What follows belongs to an exercise in optimizing a design on an open flow for small area and a short achievable clock period; a production flow would make more cautious choices. At most, simulation tests tie the RTL to the original design; equivalence was not proved. Power and IR drop assume default switching activity.

## awb_gain_est
module awb_gain_est #(
    parameter int ACC_W = 24,
    parameter int CNT_W = 16
) (
    input  logic            clk,
    input  logic            rst,
    input  logic            pix_valid_i,
    input  logic [1:0]      pix_color_i,
    input  logic [7:0]      pix_value_i,
    input  logic            pix_last_i,
    output logic [15:0]     K_R,
    output logic [15:0]     K_G,
    output logic [15:0]     K_B,
    output logic            valid_gain_o,
    output logic            busy_o,
    output logic            overrun_o
);
For scale: ~2400 cells after synthesis, about 330 flip-flops, ~65 I/O pins, about 0.023 mm² of cells after synthesis.
clock: 13.0 ns
lec_check: 0
cap_margin: 20
cell_pad_in_sites_detail_placement: 0
cell_pad_in_sites_global_placement: 0
core_margin: 2
core_utilization: 40
cts_buf_list: sky130_fd_sc_hd__clkbuf_8
cts_cluster_diameter: 55
cts_cluster_size: 16
place_density: 0.75
slew_margin: 20
standard.sh (not shown) runs the stock make flow with config.mk's settings and CLKGATE_MAP_FILE= SYNTH_SCRIPT=/design/flow/synth_recipe.tcl, a recipe that flattens the netlist after the stock synthesis.
==> flow/flow/run.sh <==
#!/bin/bash
# Standard layout, with fast port buffers and repair_timing asked for extra
# setup slack so the achieved period shrinks. Each make step's log lands in
# orfs/logs; make's own output goes to make_finish.log.
set -euo pipefail
bash standard.sh SETUP_SLACK_MARGIN=9.1 \
  "BUFFER_PORTS_ARGS=-buffer_cell sky130_fd_sc_hd__buf_4" \
  finish > make_finish.log 2>&1
Rerun with:
--- a/flow/flow/run.sh
+++ b/flow/flow/run.sh
@@ -4,5 +4,5 @@
 # orfs/logs; make's own output goes to make_finish.log.
 set -euo pipefail
-bash standard.sh SETUP_SLACK_MARGIN=9.1 \
+bash standard.sh SETUP_SLACK_MARGIN=9 \
   "BUFFER_PORTS_ARGS=-buffer_cell sky130_fd_sc_hd__buf_4" \
   finish > make_finish.log 2>&1
CORE_UTILIZATION = 60   (was 40)
Effect: Cell area fell by 2.9%. Via count grows by 1.7%. Routed wire length came out higher by 5.1%. Flip-flop and latch count is unchanged. Count of clock-buffer cells in the layout stays the same.
Rerun with:
CORE_UTILIZATION = 40   (was 60)
Result: Cell count grows by 8.2%; synthesized cell count does not change; fmax rises by 0.82%; via count decreases by 3.8%; worst setup slack is better by 32 ps; count of clock-buffer cells in the layout rose by 1; hold slack is about the same; die area rose by 49%.
Rerun with:
CELL_PAD_IN_SITES_DETAIL_PLACEMENT = not set   (was 0)
CELL_PAD_IN_SITES_GLOBAL_PLACEMENT = not set   (was 0)
PLACE_DENSITY = not set   (was 0.75)
After rerunning:
- flip-flop and latch count is unchanged
- synthesized area does not change
- setup slack loses 36 ps
- via count came out higher by about 2%
- final cell count came out higher by about 0.65%


awb_gain_est, a different RTL version from the one above (not shown whole).
Size: ~2400 cells after synthesis, about 330 flip-flops, ~65 I/O pins.
==> flow/config.mk <==
export PLATFORM = sky130hd
export DESIGN_NAME = awb_gain_est
export DESIGN_NICKNAME = awb_gain_est
export VERILOG_FILES = /design/flow/design.v
export SDC_FILE = /design/flow/constraint.sdc
export NUM_CORES = 4
export LEC_CHECK = 0
export CAP_MARGIN = 20
export CORE_MARGIN = 2
export CORE_UTILIZATION = 40
export CTS_BUF_LIST = sky130_fd_sc_hd__clkbuf_8
export CTS_CLUSTER_DIAMETER = 55
export CTS_CLUSTER_SIZE = 16
export PLACE_DENSITY = 0.85
export SLEW_MARGIN = 20
==> flow/constraint.sdc <==
create_clock -name core_clock -period 13.0 [get_ports {clk}]
set_input_delay 2.6000 -clock core_clock [delete_from_list [all_inputs] [get_ports {clk}]]
set_output_delay 2.6000 -clock core_clock [all_outputs]
set_load 0.01 [all_outputs]
==> flow/flow/run.sh <==
#!/bin/bash
# Standard layout, with fast port buffers and repair_timing asked for extra
# setup slack so the achieved period shrinks. Each make step's log lands in
# orfs/logs; make's own output goes to make_finish.log.
set -euo pipefail
bash standard.sh SETUP_SLACK_MARGIN=9 \
  "BUFFER_PORTS_ARGS=-buffer_cell sky130_fd_sc_hd__buf_4" \
  finish > make_finish.log 2>&1
Then changed:
GPL_ROUTABILITY_DRIVEN = 0   (was default)
PLACE_DENSITY = 0.75   (was 0.85)
Effect:
- The new run completed without violations
- setup slack is better by 0.017 ns
- first-iteration DRC count drops by 21%
- clock power climbs by 4.5%
- design area climbs by 0.84%
- flip-flop and latch count is unchanged
- total power climbs by 1.0%
Then changed:
--- a/flow/flow/run.sh
+++ b/flow/flow/run.sh
@@ -5,3 +5,3 @@
 set -euo pipefail
-bash standard.sh SETUP_SLACK_MARGIN=9 \
+bash standard.sh SETUP_SLACK_MARGIN=9.15 \
   "BUFFER_PORTS_ARGS=-buffer_cell sky130_fd_sc_hd__buf_4" \
CELL_PAD_IN_SITES_DETAIL_PLACEMENT = 0   (was default)
CELL_PAD_IN_SITES_GLOBAL_PLACEMENT = 0   (was default)
GPL_ROUTABILITY_DRIVEN = default   (was 0)
What happened:
- clock skew increases by 0.0051 ns
- cell count increases slightly
- maximum frequency increases by a few percent
- power increases by a few percent
- wire length increases slightly
- die area is unchanged
- via count increases slightly
- final area increases slightly
- first-iteration DRC count hardly moves
- sequential share of layout area decreases by 0.42 points
- core utilization increases by 0.65 points
No run of this note included a check of the RTL's function; only the layout flow was run.

[afterwards: timing with drivers on the ports]
No port has a modelled driver above. Below, the same layouts with a new extraction and two added sets of constraints. Step 1, drivers: a clkbuf_16 drives clk and a buf_2 each remaining input, both assumed. Step 2 also shifts input and output timing later by t, the mid clock arrival at the registers, as if the neighbouring blocks saw the same clock. Slacks: no drivers / after step 1 / after step 2; pairs: no drivers / after step 1.
run	t (ns)	setup WS [ns]	worst register clock-pin slew, ns	worst slew at a driven data input, ns	pins driven straight from the clock port
the first run of note 1	0.659	9.100 / 9.094 / 9.100	0.11 / 0.11	0.03	1
the second run of note 1	0.639	9.061 / 9.061 / 9.061	0.11 / 0.11	0.03	1
the third run of note 1	0.675	9.093 / 9.041 / 9.101	0.11 / 0.11	0.03	1
the fourth run of note 1	0.688	9.057 / 9.005 / 9.069	0.10 / 0.10	0.03	1
the first run of note 2	0.708	9.025 / 9.025 / 9.025	0.11 / 0.11	0.04	1
the second run of note 2	0.659	9.042 / 9.042 / 9.042	0.11 / 0.11	0.04	1
the third run of note 2	0.640	9.153 / 9.153 / 9.153	0.11 / 0.11	0.03	1
After both steps setup and hold are still met in every run listed.
